Source: an optimization exercise on an open RTL-to-GDS flow (aim: small area, a short achievable clock period and few clock cycles per item). Production flows keep margins and buffers that such runs may drop. No functional check of the RTL was part of any run shown here. Power and IR drop assume default switching activity.

--- flow/design.v ---
module ex_stage_md #(
   parameter int WIDTH   = 32,
   parameter int SHAMT_W = 5,
   parameter int REG_W   = 5,
   parameter int CTRL_W  = 10
) (
   input  logic              clk,
   input  logic              rst_n,
   input  logic              in_valid,
   input  logic [WIDTH-1:0]  a_operand,
   input  logic [WIDTH-1:0]  b_operand,
   input  logic [WIDTH-1:0]  imm_ext,
   input  logic [WIDTH-1:0]  pc_plus4,
   input  logic [WIDTH-1:0]  fwd_mem,
   input  logic [WIDTH-1:0]  fwd_wb,
   input  logic [1:0]        fwd_a_sel,
   input  logic [1:0]        fwd_b_sel,
   input  logic              alu_src,
   input  logic              reg_dest,
   input  logic [REG_W-1:0]  dest_rd,
   input  logic [REG_W-1:0]  dest_rt,
   input  logic [4:0]        alu_sel,
   input  logic [CTRL_W-1:0] ctrl_in,
   input  logic              stall_in,
   output logic [WIDTH-1:0]  alu_out,
   output logic [WIDTH-1:0]  data_to_write,
   output logic [REG_W-1:0]  reg_to_write,
   output logic [WIDTH-1:0]  pc_plus4_o,
   output logic [CTRL_W-1:0] ctrl_out,
   output logic              out_valid,
   output logic              md_busy,
   output logic              md_stall,
   output logic [REG_W-1:0]  dest_hz
);
   localparam int MUL_K = 4;
   localparam int DIV_K = 1;
   localparam int MUL_N = WIDTH / MUL_K;
   localparam int DIV_N = WIDTH / DIV_K;
   localparam logic [4:0] OP_ADD   = 5'd6;
   localparam logic [4:0] OP_SUB   = 5'd7;
   localparam logic [4:0] OP_AND   = 5'd8;
   localparam logic [4:0] OP_OR    = 5'd9;
   localparam logic [4:0] OP_XOR   = 5'd10;
   localparam logic [4:0] OP_NOR   = 5'd11;
   localparam logic [4:0] OP_SLT   = 5'd12;
   localparam logic [4:0] OP_LUI   = 5'd13;
   localparam logic [4:0] OP_LINK  = 5'd14;
   localparam logic [4:0] OP_SLTU  = 5'd15;
   localparam logic [4:0] OP_MULT  = 5'd16;
   localparam logic [4:0] OP_DIV   = 5'd18;
   localparam logic [4:0] OP_DIVU  = 5'd19;
   localparam logic [4:0] OP_MFHI  = 5'd20;
   localparam logic [4:0] OP_MFLO  = 5'd21;
   function automatic logic [WIDTH-1:0] neg_or(input logic [WIDTH-1:0] x, input logic cin);
      logic [WIDTH-1:0] p, t;
      p = {x[WIDTH-2:0], cin};
      for (int l = 1; l < WIDTH; l = l * 2) begin
         t = p;
         for (int i = l; i < WIDTH; i++) t[i] = p[i] | p[i-l];
         p = t;
      end
      neg_or = x ^ p;
   endfunction
   logic [WIDTH-1:0] src_a, src_b, op_b;
   always_comb begin
      src_a = a_operand;
      if (fwd_a_sel[1])      src_a = fwd_mem;
      else if (fwd_a_sel[0]) src_a = fwd_wb;
      src_b = b_operand;
      if (fwd_b_sel[1])      src_b = fwd_mem;
      else if (fwd_b_sel[0]) src_b = fwd_wb;
      op_b = alu_src ? imm_ext : src_b;
   end
   logic [REG_W-1:0] dest;
   assign dest = (alu_sel == OP_LINK) ? '1 : (reg_dest ? dest_rd : dest_rt);
   logic             sh_var, sh_left, sh_arith;
   logic [4:0]       shamt;
   logic             sh_fill;
   logic [WIDTH-1:0] sh_in, sh_tmp, sh_rev, sh_res;
   always_comb begin
      sh_var   = (alu_sel == 5'd3) || (alu_sel == 5'd4) || (alu_sel == 5'd5);
      sh_left  = (alu_sel == 5'd0) || (alu_sel == 5'd3) || (alu_sel == OP_LUI);
      sh_arith = (alu_sel == 5'd2) || (alu_sel == 5'd5);
      if (alu_sel == OP_LUI) shamt = 5'd16;
      else if (sh_var)       shamt = src_a[4:0];
      else                   shamt = imm_ext[10:6];
      for (int i = 0; i < WIDTH; i++) sh_rev[i] = op_b[WIDTH-1-i];
      sh_fill = sh_arith & op_b[WIDTH-1];
      sh_in   = sh_left ? sh_rev : op_b;
      for (int k = 0; k < 5; k++) begin
         for (int i = 0; i < WIDTH; i++)
            sh_tmp[i] = (i + (1 << k) < WIDTH) ? sh_in[(i + (1 << k)) % WIDTH] : sh_fill;
         if (shamt[k]) sh_in = sh_tmp;
      end
      for (int i = 0; i < WIDTH; i++) sh_rev[i] = sh_in[WIDTH-1-i];
      sh_res = sh_left ? sh_rev : sh_in;
   end
   logic             do_sub, lt_s, lt_u;
   logic [WIDTH:0]   addsub;
   always_comb begin
      do_sub = (alu_sel != OP_ADD);
      addsub = {1'b0, src_a} + {1'b0, do_sub ? ~op_b : op_b} + {{WIDTH{1'b0}}, do_sub};
      lt_u   = ~addsub[WIDTH];
      lt_s   = (src_a[WIDTH-1] ^ op_b[WIDTH-1]) ? src_a[WIDTH-1] : addsub[WIDTH-1];
   end
   logic [WIDTH-1:0] hi_q, lo_q, rd_hi, rd_lo, alu_res;
   always_comb begin
      case (alu_sel)
         5'd0, 5'd1, 5'd2, 5'd3, 5'd4, 5'd5, OP_LUI:
                  alu_res = sh_res;
         OP_ADD, OP_SUB:
                  alu_res = addsub[WIDTH-1:0];
         OP_AND:  alu_res = src_a & op_b;
         OP_OR:   alu_res = src_a | op_b;
         OP_XOR:  alu_res = src_a ^ op_b;
         OP_NOR:  alu_res = ~(src_a | op_b);
         OP_SLT:  alu_res = {{(WIDTH-1){1'b0}}, lt_s};
         OP_SLTU: alu_res = {{(WIDTH-1){1'b0}}, lt_u};
         OP_LINK: alu_res = pc_plus4;
         OP_MFHI: alu_res = rd_hi;
         OP_MFLO: alu_res = rd_lo;
         default: alu_res = '0;
      endcase
   end
   logic busy_q, is_md_op, is_md_any, md_stall_w, accept, md_start;
   assign is_md_op   = (alu_sel[4:2] == 3'b100);
   assign is_md_any  = is_md_op || (alu_sel == OP_MFHI) || (alu_sel == OP_MFLO);
   assign md_stall_w = in_valid & busy_q & is_md_any;
   assign accept     = in_valid & ~md_stall_w & ~stall_in;
   assign md_start   = accept & is_md_op;
   logic [WIDTH-1:0]  alu_out_q, data_q, pc_q;
   logic [REG_W-1:0]  reg_q;
   logic [CTRL_W-1:0] ctrl_q;
   logic              vld_q;
   always_ff @(posedge clk or negedge rst_n) begin
      if (!rst_n) begin
         ctrl_q <= '0;
         vld_q  <= 1'b0;
      end else if (!stall_in) begin
         ctrl_q <= accept ? ctrl_in : '0;
         vld_q  <= accept;
      end
   end
   always_ff @(posedge clk) begin
      if (!stall_in) begin
         alu_out_q <= alu_res;
         data_q    <= src_b;
         reg_q     <= dest;
         pc_q      <= pc_plus4;
      end
   end
   logic [WIDTH-1:0] md_q;
   logic [5:0]       cnt_q;
   logic             is_div_q, neg_lo_q, neg_hi_q;
   logic             signed_op, start_div, a_neg, b_neg, b_zero;
   logic [WIDTH-1:0] a_mag, b_mag;
   assign signed_op = (alu_sel == OP_MULT) || (alu_sel == OP_DIV);
   assign start_div = (alu_sel == OP_DIV) || (alu_sel == OP_DIVU);
   assign a_neg     = signed_op & src_a[WIDTH-1];
   assign b_neg     = signed_op & src_b[WIDTH-1];
   assign b_zero    = (src_b == '0);
   assign a_mag     = a_neg ? neg_or(src_a, 1'b0) : src_a;
   assign b_mag     = b_neg ? neg_or(src_b, 1'b0) : src_b;
   logic [WIDTH+MUL_K-1:0] mul_t;
   logic [WIDTH-1:0]       mul_hi, mul_lo;
   always_comb begin
      mul_t  = {{MUL_K{1'b0}}, hi_q} + md_q * lo_q[MUL_K-1:0];
      mul_hi = mul_t[WIDTH+MUL_K-1:MUL_K];
      mul_lo = {mul_t[MUL_K-1:0], lo_q[WIDTH-1:MUL_K]};
   end
   logic [WIDTH-1:0] div_r, div_q;
   logic [WIDTH:0]   div_s, div_d;
   always_comb begin
      div_r = hi_q;
      div_q = lo_q;
      for (int j = 0; j < DIV_K; j++) begin
         div_s = {div_r, div_q[WIDTH-1]};
         div_d = div_s - {1'b0, md_q};
         div_q = {div_q[WIDTH-2:0], ~div_d[WIDTH]};
         div_r = div_d[WIDTH] ? div_s[WIDTH-1:0] : div_d[WIDTH-1:0];
      end
   end
   localparam int SKIP1 = 8;
   localparam int SKIP2 = 2;
   logic skip1, skip2;
   assign skip1 = (hi_q[WIDTH-1 -: SKIP1] == '0)
                && ({hi_q[WIDTH-SKIP1-1:0], lo_q[WIDTH-1 -: SKIP1]} < md_q)
                && (cnt_q > 6'(SKIP1));
   assign skip2 = (hi_q[WIDTH-1 -: SKIP2] == '0)
                && ({hi_q[WIDTH-SKIP2-1:0], lo_q[WIDTH-1 -: SKIP2]} < md_q)
                && (cnt_q > 6'(SKIP2));
   always_comb begin
      rd_lo = neg_lo_q ? neg_or(lo_q, 1'b0) : lo_q;
      rd_hi = neg_hi_q ? neg_or(hi_q, ~is_div_q & (lo_q != '0)) : hi_q;
   end
   always_ff @(posedge clk or negedge rst_n) begin
      if (!rst_n) begin
         hi_q     <= '0;
         lo_q     <= '0;
         busy_q   <= 1'b0;
         neg_lo_q <= 1'b0;
         neg_hi_q <= 1'b0;
      end else if (md_start) begin
         hi_q     <= '0;
         lo_q     <= a_mag;
         busy_q   <= 1'b1;
         neg_lo_q <= (a_neg ^ b_neg) & ~(start_div & b_zero);
         neg_hi_q <= start_div ? a_neg : (a_neg ^ b_neg);
      end else if (busy_q) begin
         if (!is_div_q) begin
            hi_q  <= mul_hi;
            lo_q  <= mul_lo;
         end else if (skip1) begin
            hi_q  <= {hi_q[WIDTH-SKIP1-1:0], lo_q[WIDTH-1 -: SKIP1]};
            lo_q  <= {lo_q[WIDTH-SKIP1-1:0], {SKIP1{1'b0}}};
         end else if (skip2) begin
            hi_q  <= {hi_q[WIDTH-SKIP2-1:0], lo_q[WIDTH-1 -: SKIP2]};
            lo_q  <= {lo_q[WIDTH-SKIP2-1:0], {SKIP2{1'b0}}};
         end else begin
            hi_q  <= div_r;
            lo_q  <= div_q;
         end
         if (cnt_q == 6'd1) busy_q <= 1'b0;
      end
   end
   always_ff @(posedge clk) begin
      if (md_start) begin
         md_q     <= b_mag;
         cnt_q    <= start_div ? 6'(DIV_N) : 6'(MUL_N);
         is_div_q <= start_div;
      end else if (busy_q) begin
         cnt_q    <= cnt_q - (!is_div_q ? 6'd1 : skip1 ? 6'(SKIP1) : skip2 ? 6'(SKIP2) : 6'd1);
      end
   end
   assign alu_out       = alu_out_q;
   assign data_to_write = data_q;
   assign reg_to_write  = reg_q;
   assign pc_plus4_o    = pc_q;
   assign ctrl_out      = ctrl_q;
   assign out_valid     = vld_q;
   assign md_busy       = busy_q;
   assign md_stall      = md_stall_w;
   assign dest_hz       = dest;
endmodule
--- flow/run.sh ---
#!/bin/bash
# synth_recipe.tcl (not shown) runs the flow's synth.tcl, then flattens the netlist and writes it again
# the make line also repeats each setting of config.mk as NAME=value (left out here)
make -C /OpenROAD-flow-scripts/flow DESIGN_CONFIG=/design/flow/config.mk WORK_HOME=/design/flow/orfs CLKGATE_MAP_FILE= SYNTH_SCRIPT=/design/flow/synth_recipe.tcl finish
--- flow/config.mk ---
export PLATFORM = sky130hd
export DESIGN_NAME = ex_stage_md
export DESIGN_NICKNAME = ex_stage_md
export VERILOG_FILES = /design/flow/design.v
export SDC_FILE = /design/flow/constraint.sdc
export NUM_CORES = 4
export LEC_CHECK = 0
export CAP_MARGIN = 20
export CORE_MARGIN = 2
export CORE_UTILIZATION = 40
export SLEW_MARGIN = 20
--- flow/constraint.sdc ---
create_clock -name core_clock -period 7.0 [get_ports {clk}]
set_input_delay 1.4000 -clock core_clock [delete_from_list [all_inputs] [get_ports {clk}]]
set_output_delay 1.4000 -clock core_clock [all_outputs]
set_load 0.01 [all_outputs]
==> summary.txt, run 1 <==
Power
  • Register share of total power: 16.3%
  • Leakage component of the power: 15.04 nW
  • Clock group share of total power: 10.5%
  • Internal power consumption: 0.007115 W
  • PwrDens: 424.2 nW/um^2
  • Power share of the combinational group: 73.3%
  • Net switching power: 0.008111 W
  • Net switching share of the total power: 53.27%
  • IR Drop Worst-Case VDD: 0.0002870 V

Clock tree
  • CTS H-Tree Depth: 1
  • Sink count of the clock tree: 218
  • Number of buffers inserted during clock tree synthesis: 29
  • Clock Tree Buf Depth: 3
  • Number of gates resized after CTS: 0
  • TritonCTS clock tree: done
  • CTS clk-pin slew, worst paths: 0.06 ns
  • Hold buffers post-CTS: 0
  • Clock root buffer: sky130_fd_sc_hd__clkbuf_16
  • Clock latency of the later-clocked register in the worst-skew pair: 0.64 ns
  • Post-CTS Repair Setup Buffers: 0

Synth
  • Sequential cell area fraction in the yosys report: 20.44%
  • Post-synthesis sequential element count: 218
  • Leading post-synthesis cells by instance count: sky130_fd_sc_hd__inv_1, sky130_fd_sc_hd__nand2_1, sky130_fd_sc_hd__nor2_1
  • Post-Synthesis Mean Instance Area: 8.218 um^2
  • Prevailing post-synth register cell: sky130_fd_sc_hd__edfxtp_1
  • Count of mapped cells out of synthesis: 3665
  • Number of warnings printed during yosys synthesis: 1
  • Synth Net Count: 4226
  • Dominant cell by count in the synthesized netlist: sky130_fd_sc_hd__inv_1
  • Proportion of synthesized flip-flops having asynchronous set or reset: 35.78%
  • Post-synthesis cell area: 30120 um^2
  • Post-synthesis cell type count: 92
  • Dominant cell type by area after synthesis: sky130_fd_sc_hd__edfxtp_1
  • Share of Yosys cell area claimed by the top area cell type: 13.96%
  • Number of flops mapped to enable cells by yosys: 140
  • Synth area leaders: sky130_fd_sc_hd__edfxtp_1, sky130_fd_sc_hd__ha_1, sky130_fd_sc_hd__dfrtp_1, sky130_fd_sc_hd__fa_1, sky130_fd_sc_hd__xnor2_1

Place
  • IO buf count: 345
  • # placed instances: 4870
  • Post-DP HPWL: 120600 um
  • Final weighted congestion of routability-driven global placement: 1.053

Routing
  • Remaining DRCs: 0
  • Wire length reported by the detailed router: 147900 um
  • Routed vias/inst: 6.381
  • Average detailed-routed wire length per instance: 30.02 um
  • Residual antenna-violating net count after detailed routing: 0
  • Initial DRT Pass Iterations: 8
  • Via count of the routed design: 31.44k
  • Detailed router's first-iteration violation count: 3604

STA
  • Pin slew with the least headroom to its limit: 1.247 ns
  • Time the worst path needs with I/O delays and setup: 6.081 ns
  • Setup TNS: 0 ns
  • Highest achievable clock rate: 0.1644 GHz
  • Unrepaired setup endpoints after global routing: false
  • Worst slew margin relative to its limit: 16.00%
  • Endpoints failing setup: 0
  • Number of max-slew violations in the final report: 0
  • Number of hold-slack violations in the final timing report: 0
  • Final setup skew: 0.06031 ns
  • Share of the clock period used by the worst path: 86.88%

Run
  • Max-Cap Viols: 0

Worst setup path
  • CP endpoint kind: register
  • Arrival time at the worst endpoint: 6.56 ns
  • Highest cell delay on the worst timing path: 0.53 ns
  • Crit path max-delay cell type: sky130_fd_sc_hd__fa_1
  • Peak fanout along the critical path: 17
  • List of cells traversed by the critical path: inv_1 > buf_4 > nor2_1 > fa_1 > fa_1 > inv_1 > fa_1 > inv_1 > ha_1 > nand2_1 > nor3_1 > nand3_1 > a21oi_1 > nor4b_1 > buf_4 > o21ai_0 > a21o_1 > a21oi_1 > xnor2_1 > a221o_1
  • CP Data Required Time: 7.47 ns
  • Setup crit start kind: register
  • Start-to-end type of the worst setup path: register to register

Global route
  • Remaining Overflow, GRT: 0
  • Maximum number of pins on one net before global-route repair: 67
  • Overall fraction of global-route tracks in use: 37.17%
  • Via count of the first global-routing pass: 30.29k
  • Wire length of the first global-routing pass: 212800 um
  • Number of antenna violations at the first check in global routing: 4

Die
  • Core area: 74450 um^2
  • Vertical die dimension: 278.4 um
  • Initial Util: 40.46%
  • Rows: 100
  • Horizontal extent of the die: 278.4 um
  • Die Footprint: 77510 um^2
  • Number of primary I/O pins: 346

Min path
  • Kind of path behind the tightest hold check: register to register

Final layout
  • Fin nets: 4493
  • Fraction of final layout cells with drive strength greater than 1: 7.863%
  • Layout overhead on the synthesized area: 19.18%
  • Post-layout instance count excluding filler cells: 4927
  • Final core area utilization: 48.22%

Status
  • Outcome: no timing/DRC/antenna violations
-- sequential cells by signal, indices dropped and copies added (netlist names) --
name and count:
alu_out_q 32, busy_q 1, cnt_q 6, ctrl_q 10, data_q 32, hi_q 32, is_div_q 1, lo_q 32
md_q 32, neg_hi_q 1, neg_lo_q 1, pc_q 32, reg_q 5, vld_q 1
-- routing by layer --
| layer | global-route usage (%) | up-vias | wire length, um |
|---|---|---|---|
| li1 | - | 13960 | - |
| met1 | 46.27 | 15250 | 56710 |
| met2 | 59.61 | 1785 | 66130 |
| met3 | 6.405 | 448 | 13330 |
| met4 | 23.81 | 2 | 11710 |
| met5 | 0 | - | 10 |
-- layout make-up --
| type | count | area [um^2] |
|---|---|---|
| diodes | 3 | 7.507 |
| clock buffers | 38 | 799.5 |
| clock inverters | 16 | 195.2 |
| fillers | 7311 | 38550 |
| inverters | 337 | 1267 |
| multi-input cells | 2869 | 21830 |
| flip-flops and latches | 218 | 6156 |
| well taps | 969 | 1212 |
| repair buffers | 477 | 4429 |
-- layout by cell type, fill, tap and decap left out, types with 56 or more instances in the layout --
cell type                         instances
sky130_fd_sc_hd__a211oi_1                61
sky130_fd_sc_hd__a21o_1                  70
sky130_fd_sc_hd__a21oi_1                202
sky130_fd_sc_hd__and2_1                  77
sky130_fd_sc_hd__buf_4                  132
sky130_fd_sc_hd__clkdlybuf4s50_1        339
sky130_fd_sc_hd__dfrtp_1                 78
sky130_fd_sc_hd__edfxtp_1               140
sky130_fd_sc_hd__fa_1                    94
sky130_fd_sc_hd__ha_1                   240
sky130_fd_sc_hd__inv_1                  325
sky130_fd_sc_hd__mux2i_1                139
sky130_fd_sc_hd__nand2_1                303
sky130_fd_sc_hd__nand3_1                 79
sky130_fd_sc_hd__nor2_1                 243
sky130_fd_sc_hd__nor3_1                  84
sky130_fd_sc_hd__o21a_1                  56
sky130_fd_sc_hd__o21ai_0                216
sky130_fd_sc_hd__xnor2_1                187
-- stage by stage --
stage / cell area (um^2) / hold slack, ns / total power (W) / setup WS (ns)
after floorplan: 30120 / 0.5211 / 0.009897 / 1.104
after global placement: 34890 / 0.4654 / 0.01337 / 0.3553
after detailed placement: 34890 / 0.4740 / 0.01338 / 0.4953
after CTS: 35880 / 0.4877 / 0.01506 / 0.9529
after global routing: 35890 / 0.5285 / 0.01636 / 0.6276
final: 35900 / 0.4848 / 0.01523 / 0.9187
-- cell families (layout without fill, tap and decap cells) --
kind of cell / count (synthesis) / count (layout) / synth area share (%)
buf+inv: 578 / 868 / 7.436
simple gates: 979 / 979 / 15.42
other cells: 0 / 3 / 0
xor+xnor: 226 / 226 / 6.572
flops: 218 / 218 / 20.44
fa+ha+maj: 334 / 334 / 16.22
compound gates: 1118 / 1118 / 25.49
mux: 212 / 212 / 8.437
-- final timing paths --
path / startpoint / slack [ns] / depth (start not counted) / end
max reg2reg: lo_q[1] / 0.92 / 20 / hi_q[28]
min reg2reg: vld_q / 0.48 / 1 / vld_q
max: lo_q[1] / 0.92 / 20 / hi_q[28]
max in group asynchronous: rst_n / 5.12 / 2 / hi_q[30]
min in group asynchronous: rst_n / 0.60 / 1 / ctrl_q[1]
min: vld_q / 0.48 / 1 / vld_q
-- critical path: cells and delay by family, from the launching register on --
kind,cells,cell delay (ns)
flops,1,0.37
xor+xnor,1,0.16
compound gates,5,1.37
simple gates,5,0.96
fa+ha+maj,4,1.86
buf+inv,5,1.15
-- power groups by stage --
stage	combinational (W)	clock (W)	sequential, W
2_1_floorplan	0.00792	0	0.00198
6_report	0.0112	0.00160	0.00248
3_5_place_dp	0.0109	0	0.00246
4_1_cts	0.0110	0.00161	0.00244
5_1_grt	0.0122	0.00167	0.00250
3_3_place_gp	0.0109	0	0.00247
==> inputs of run 2 (changes only) <==
--- a/flow/config.mk
+++ b/flow/config.mk
@@ -5,7 +5,9 @@
 export SDC_FILE = /design/flow/constraint.sdc
 export NUM_CORES = 4
 export LEC_CHECK = 0
+export ABC_CLOCK_PERIOD_IN_PS = 4500
 export CAP_MARGIN = 20
 export CORE_MARGIN = 2
 export CORE_UTILIZATION = 40
+export SETUP_SLACK_MARGIN = 2.5
 export SLEW_MARGIN = 20
==> run 2 against run 1 <==
  * Synthesized cell count unchanged
  * First-iteration DRC count is 11% higher
  * Critical path type unchanged
  * Cell count is 4.3% higher
  * Die area stayed put
  * Maximum frequency rose by 22%
  * Highest routed layer unchanged
  * Combinational power increased by 23%
  * Critical endpoint is now hi_q[30]
  * Clock power rose by 4%
  * Utilization rose by 6.2 points
  * Sequential power is essentially flat
  * Synthesized area is the same
==> summary.txt, run 2 <==
Status
  • Outcome: no timing/DRC/antenna violations

Die
  • Die Footprint: 77510 um^2 (unchanged)
  • Horizontal extent of the die: 278.4 um (unchanged)
  • Rows: 100 (unchanged)
  • Initial Util: 40.46% (unchanged)
  • Number of primary I/O pins: 346 (unchanged)
  • Vertical die dimension: 278.4 um (unchanged)
  • Core area: 74450 um^2 (unchanged)

Global route
  • Wire length of the first global-routing pass: 220800 um (+3.8%)
  • Via count of the first global-routing pass: 31.39k (+3.6%)
  • Maximum number of pins on one net before global-route repair: 68 (+1.5%)
  • Overall fraction of global-route tracks in use: 38.70% (+1.5 points)
  • Number of antenna violations at the first check in global routing: 7 (+3)
  • Remaining Overflow, GRT: 0 (unchanged)

Power
  • Internal power consumption: 0.008751 W (+23%)
  • IR Drop Worst-Case VDD: 0.0002924 V (+1.9%)
  • Net switching share of the total power: 51.23% (-2.0 points)
  • Net switching power: 0.009192 W (+13%)
  • PwrDens: 443.1 nW/um^2 (+4.5%)
  • Register share of total power: 13.8% (-2.5 points)
  • Leakage component of the power: 16.90 nW (+12%)
  • Clock group share of total power: 9.3% (-1.2 points)
  • Power share of the combinational group: 76.9% (+3.6 points)

Routing
  • Post-route met1 wirelength: 58730 um (+3.6%)
  • Highest routed layer: met5
  • Wire length reported by the detailed router: 155900 um (+5.4%)
  • Via count of the routed design: 32.88k (+4.6%)
  • Met3 WL post-DR: 14170 um (+6.2%)
  • Initial DRT Pass Iterations: 8 (unchanged)
  • Average detailed-routed wire length per instance: 30.32 um (+1.0%)
  • Residual antenna-violating net count after detailed routing: 0 (unchanged)
  • Routed vias/inst: 6.395 (+0.22%)
  • Detailed router's first-iteration violation count: 3991 (+11%)
  • Routed length on met2: 69290 um (+4.8%)
  • Remaining DRCs: 0 (unchanged)

Place
  • IO buf count: 345 (unchanged)
  • Post-DP HPWL: 120500 um (about the same)
  • Final weighted congestion of routability-driven global placement: 1.044 (-0.84%)
  • Setup WS pre-CTS: 0.6417 ns (+0.1464 ns)

Clock tree
  • Clock Tree Buf Depth: 3 (unchanged)
  • CTS clk-pin slew, worst paths: 0.06 ns (about the same)
  • CTS H-Tree Depth: 1 (unchanged)
  • Clock latency of the later-clocked register in the worst-skew pair: 0.64 ns (about the same)
  • Sink count of the clock tree: 218 (unchanged)
  • Clock root buffer: sky130_fd_sc_hd__clkbuf_16
  • Number of buffers inserted during clock tree synthesis: 28 (-3.4%)
  • Hold buffers post-CTS: 0 (unchanged)
  • TritonCTS clock tree: done

Worst setup path
  • Peak fanout along the critical path: 17 (unchanged)
  • Start-to-end type of the worst setup path: register to register
  • CP Data Required Time: 7.48 ns (about the same)
  • Arrival time at the worst endpoint: 5.45 ns (-1.11 ns)
  • CP endpoint kind: register
  • Setup crit start kind: register

Synth
  • Dominant cell type by area after synthesis: sky130_fd_sc_hd__edfxtp_1
  • Post-synthesis sequential element count: 218 (unchanged)
  • Leading post-synthesis cells by instance count: sky130_fd_sc_hd__inv_1, sky130_fd_sc_hd__nand2_1, sky130_fd_sc_hd__nor2_1
  • Sequential cell area fraction in the yosys report: 20.44% (unchanged)
  • Count of mapped cells out of synthesis: 3665 (unchanged)
  • Synth Net Count: 4226 (unchanged)
  • Post-Synthesis Mean Instance Area: 8.218 um^2 (unchanged)
  • Synth area leaders: sky130_fd_sc_hd__edfxtp_1, sky130_fd_sc_hd__ha_1, sky130_fd_sc_hd__dfrtp_1, sky130_fd_sc_hd__fa_1, sky130_fd_sc_hd__xnor2_1
  • Post-synthesis cell type count: 92 (unchanged)
  • Number of flops mapped to enable cells by yosys: 140 (unchanged)
  • Share of Yosys cell area claimed by the top area cell type: 13.96% (unchanged)
  • Post-synthesis cell area: 30120 um^2 (unchanged)
  • Number of warnings printed during yosys synthesis: 1 (unchanged)
  • Prevailing post-synth register cell: sky130_fd_sc_hd__edfxtp_1
  • Proportion of synthesized flip-flops having asynchronous set or reset: 35.78% (unchanged)
  • Dominant cell by count in the synthesized netlist: sky130_fd_sc_hd__inv_1

Final layout
  • Layout overhead on the synthesized area: 34.43%
  • Filler instances: 6896 (-5.7%)
  • Fin nets: 4708 (+4.8%)
  • Most common cell after layout, fill and taps aside: sky130_fd_sc_hd__inv_1
  • Fraction of final layout cells with drive strength greater than 1: 21.64% (+14 points)
  • Leading cell types in the layout, fill and taps excluded: sky130_fd_sc_hd__inv_1, sky130_fd_sc_hd__buf_4, sky130_fd_sc_hd__nand2_1

STA
  • Time the worst path needs with I/O delays and setup: 4.971 ns (-1.111 ns)
  • Pin slew with the least headroom to its limit: 1.296 ns (+0.04946 ns)
  • Share of the clock period used by the worst path: 71.01% (-16 points)
  • Unrepaired setup endpoints after global routing: true
  • Setup TNS: 0 ns (unchanged)
  • Final worst-path setup slack: 2.029 ns (+1.111 ns)
  • Final setup skew: 0.05557 ns (-0.004740 ns)
  • Worst slew margin relative to its limit: 13.34% (-2.7 points)
  • Number of hold-slack violations in the final timing report: 0 (unchanged)
  • Endpoints failing setup: 0 (unchanged)
  • Highest achievable clock rate: 0.2012 GHz (+22%)
  • Number of max-slew violations in the final report: 0 (unchanged)

Run
  • Max-Cap Viols: 0 (unchanged)

Min path
  • Kind of path behind the tightest hold check: register to register
run 2: cell count changes in the layout (fill, tap and decap cells not counted), moves of 20 or more:
cell,previous run,this run
sky130_fd_sc_hd__o21ai_4,1,23
sky130_fd_sc_hd__a21oi_1,202,153
sky130_fd_sc_hd__a21oi_2,0,38
sky130_fd_sc_hd__buf_6,0,26
sky130_fd_sc_hd__clkdlybuf4s50_1,339,289
sky130_fd_sc_hd__o21a_1,56,36
sky130_fd_sc_hd__dlygate4sd2_1,0,22
sky130_fd_sc_hd__inv_1,325,302
sky130_fd_sc_hd__ha_4,0,26
sky130_fd_sc_hd__ha_1,240,204
sky130_fd_sc_hd__o21ai_0,216,174
sky130_fd_sc_hd__xnor2_1,187,165
sky130_fd_sc_hd__o21ai_2,0,25
sky130_fd_sc_hd__buf_4,132,296
run 2: per-layer routing:
layer | GRT usage, % | vias up
met2 | 61.33 | 1997
met1 | 48.29 | 15960
met4 | 27.00 | 8
met5 | 0 | -
li1 | - | 14390
met3 | 6.095 | 519
run 2: metrics by stage:
stage | hold slack (ns) | power [W] | cells | instance area [um^2] | utilization [%]
2_1_floorplan | 0.5211 | 0.01051 | 3665 | 30830 | -
3_3_place_gp | 0.4665 | 0.01386 | 4854 | 35180 | 47.25
3_5_place_dp | 0.4747 | 0.01387 | 4854 | 35180 | 47.25
4_1_cts | 0.4905 | 0.01709 | 5060 | 38970 | 52.34
5_1_grt | 0.5206 | 0.01916 | 5139 | 40490 | 54.38
6_report | 0.4917 | 0.01794 | 5141 | 40490 | 54.39
run 2: worst paths after layout:
path	startpoint	to	slack [ns]	depth (start not counted)
max	lo_q[1]	hi_q[30]	2.03	22
min	vld_q	vld_q	0.49	1
max reg2reg	lo_q[1]	hi_q[30]	2.03	22
min reg2reg	vld_q	vld_q	0.49	1
max in group asynchronous	rst_n	lo_q[3]	5.07	2
min in group asynchronous	rst_n	ctrl_q[1]	0.61	1
run 2: area by class of cell:
cell class	instances	area, um^2	area share, %
multi-input cells	2873	24270	59.95
repair buffers	688	6454	15.94
clock buffers	37	815.8	2.015
well taps	969	1212	2.994
clock inverters	15	237.7	0.5871
repair inverters	1	5.005	0.01236
inverters	337	1319	3.257
flip-flops and latches	218	6167	15.23
diodes	3	7.507	0.01854
run 2: timing repair:
action | CTS | global route
setup endpoints to repair | 97 | 85
setup buffers | 148 | 76
gates resized for setup | 402 | 202
cloned | 6 | 2
pin swaps | 118 | 123
run 2: cell families after synthesis:
logic type | count (synthesis) | synth area share (%)
AO/OA/AOI/OAI | 1118 | 25.49
XOR/XNOR | 226 | 6.572
adder cells (fa/ha/maj) | 334 | 16.22
buffers and inverters | 578 | 7.436
flip-flops | 218 | 20.44
multiplexers | 212 | 8.437
AND/OR/NAND/NOR | 979 | 15.42
run 2: worst max-delay path, cell delays in order (launching register included):
cell and delay, ns:
sky130_fd_sc_hd__dfrtp_1 0.41, sky130_fd_sc_hd__clkinvlp_4 0.13, sky130_fd_sc_hd__buf_12 0.16, sky130_fd_sc_hd__buf_4 0.14, sky130_fd_sc_hd__nor2_2 0.11, sky130_fd_sc_hd__fa_1 0.44
sky130_fd_sc_hd__fa_1 0.58, sky130_fd_sc_hd__inv_1 0.06, sky130_fd_sc_hd__fa_1 0.50, sky130_fd_sc_hd__inv_1 0.06, sky130_fd_sc_hd__ha_4 0.25, sky130_fd_sc_hd__o21ai_1 0.10
sky130_fd_sc_hd__o211ai_1 0.10, sky130_fd_sc_hd__buf_4 0.16, sky130_fd_sc_hd__nand4_1 0.19, sky130_fd_sc_hd__a21oi_4 0.11, sky130_fd_sc_hd__nor4b_4 0.27, sky130_fd_sc_hd__buf_4 0.18
sky130_fd_sc_hd__o21ai_4 0.07, sky130_fd_sc_hd__a211o_1 0.31, sky130_fd_sc_hd__a21oi_2 0.13, sky130_fd_sc_hd__xnor2_1 0.09, sky130_fd_sc_hd__a221o_1 0.29
run 2: power by group through the flow:
stage	registers (W)	clock network, W	logic [W]
after floorplan	0.00198	0	0.00853
after global placement	0.00248	0	0.0114
after detailed placement	0.00247	0	0.0114
after CTS	0.00243	0.00167	0.0130
after global routing	0.00250	0.00173	0.0149
final	0.00248	0.00166	0.0138

-- separate check: timing with driven ports --
The results above use ideal ports. As a check the final layouts listed here were re-extracted and re-timed, cells and wires unchanged. Step 1 assumes that a clkbuf_16 drives the clock port and a buf_2 every other input. Step 2 times the ports against the registers' clock, not the clock port: input delays grow and output delays shrink by t, the midpoint of the rising clock arrivals with the driver on. a / b / c = no drivers / after step 1 / after step 2; a / b = the first two.
| run | t, ns | slack for setup (ns) | worst slew at a driven data input, ns | pins driven straight from the clock port |
|---|---|---|---|---|
| run 1 | 0.676 | 0.919 / 0.919 / 0.378 | 0.08 | 1 |
| run 2 | 0.686 | 2.029 / 2.029 / 1.671 | 0.16 | 1 |
After both steps every run listed still meets setup and hold. The setup slack of run 1, which loses most, moves by 0.000 ns with the drivers and by -0.541 ns with both steps.
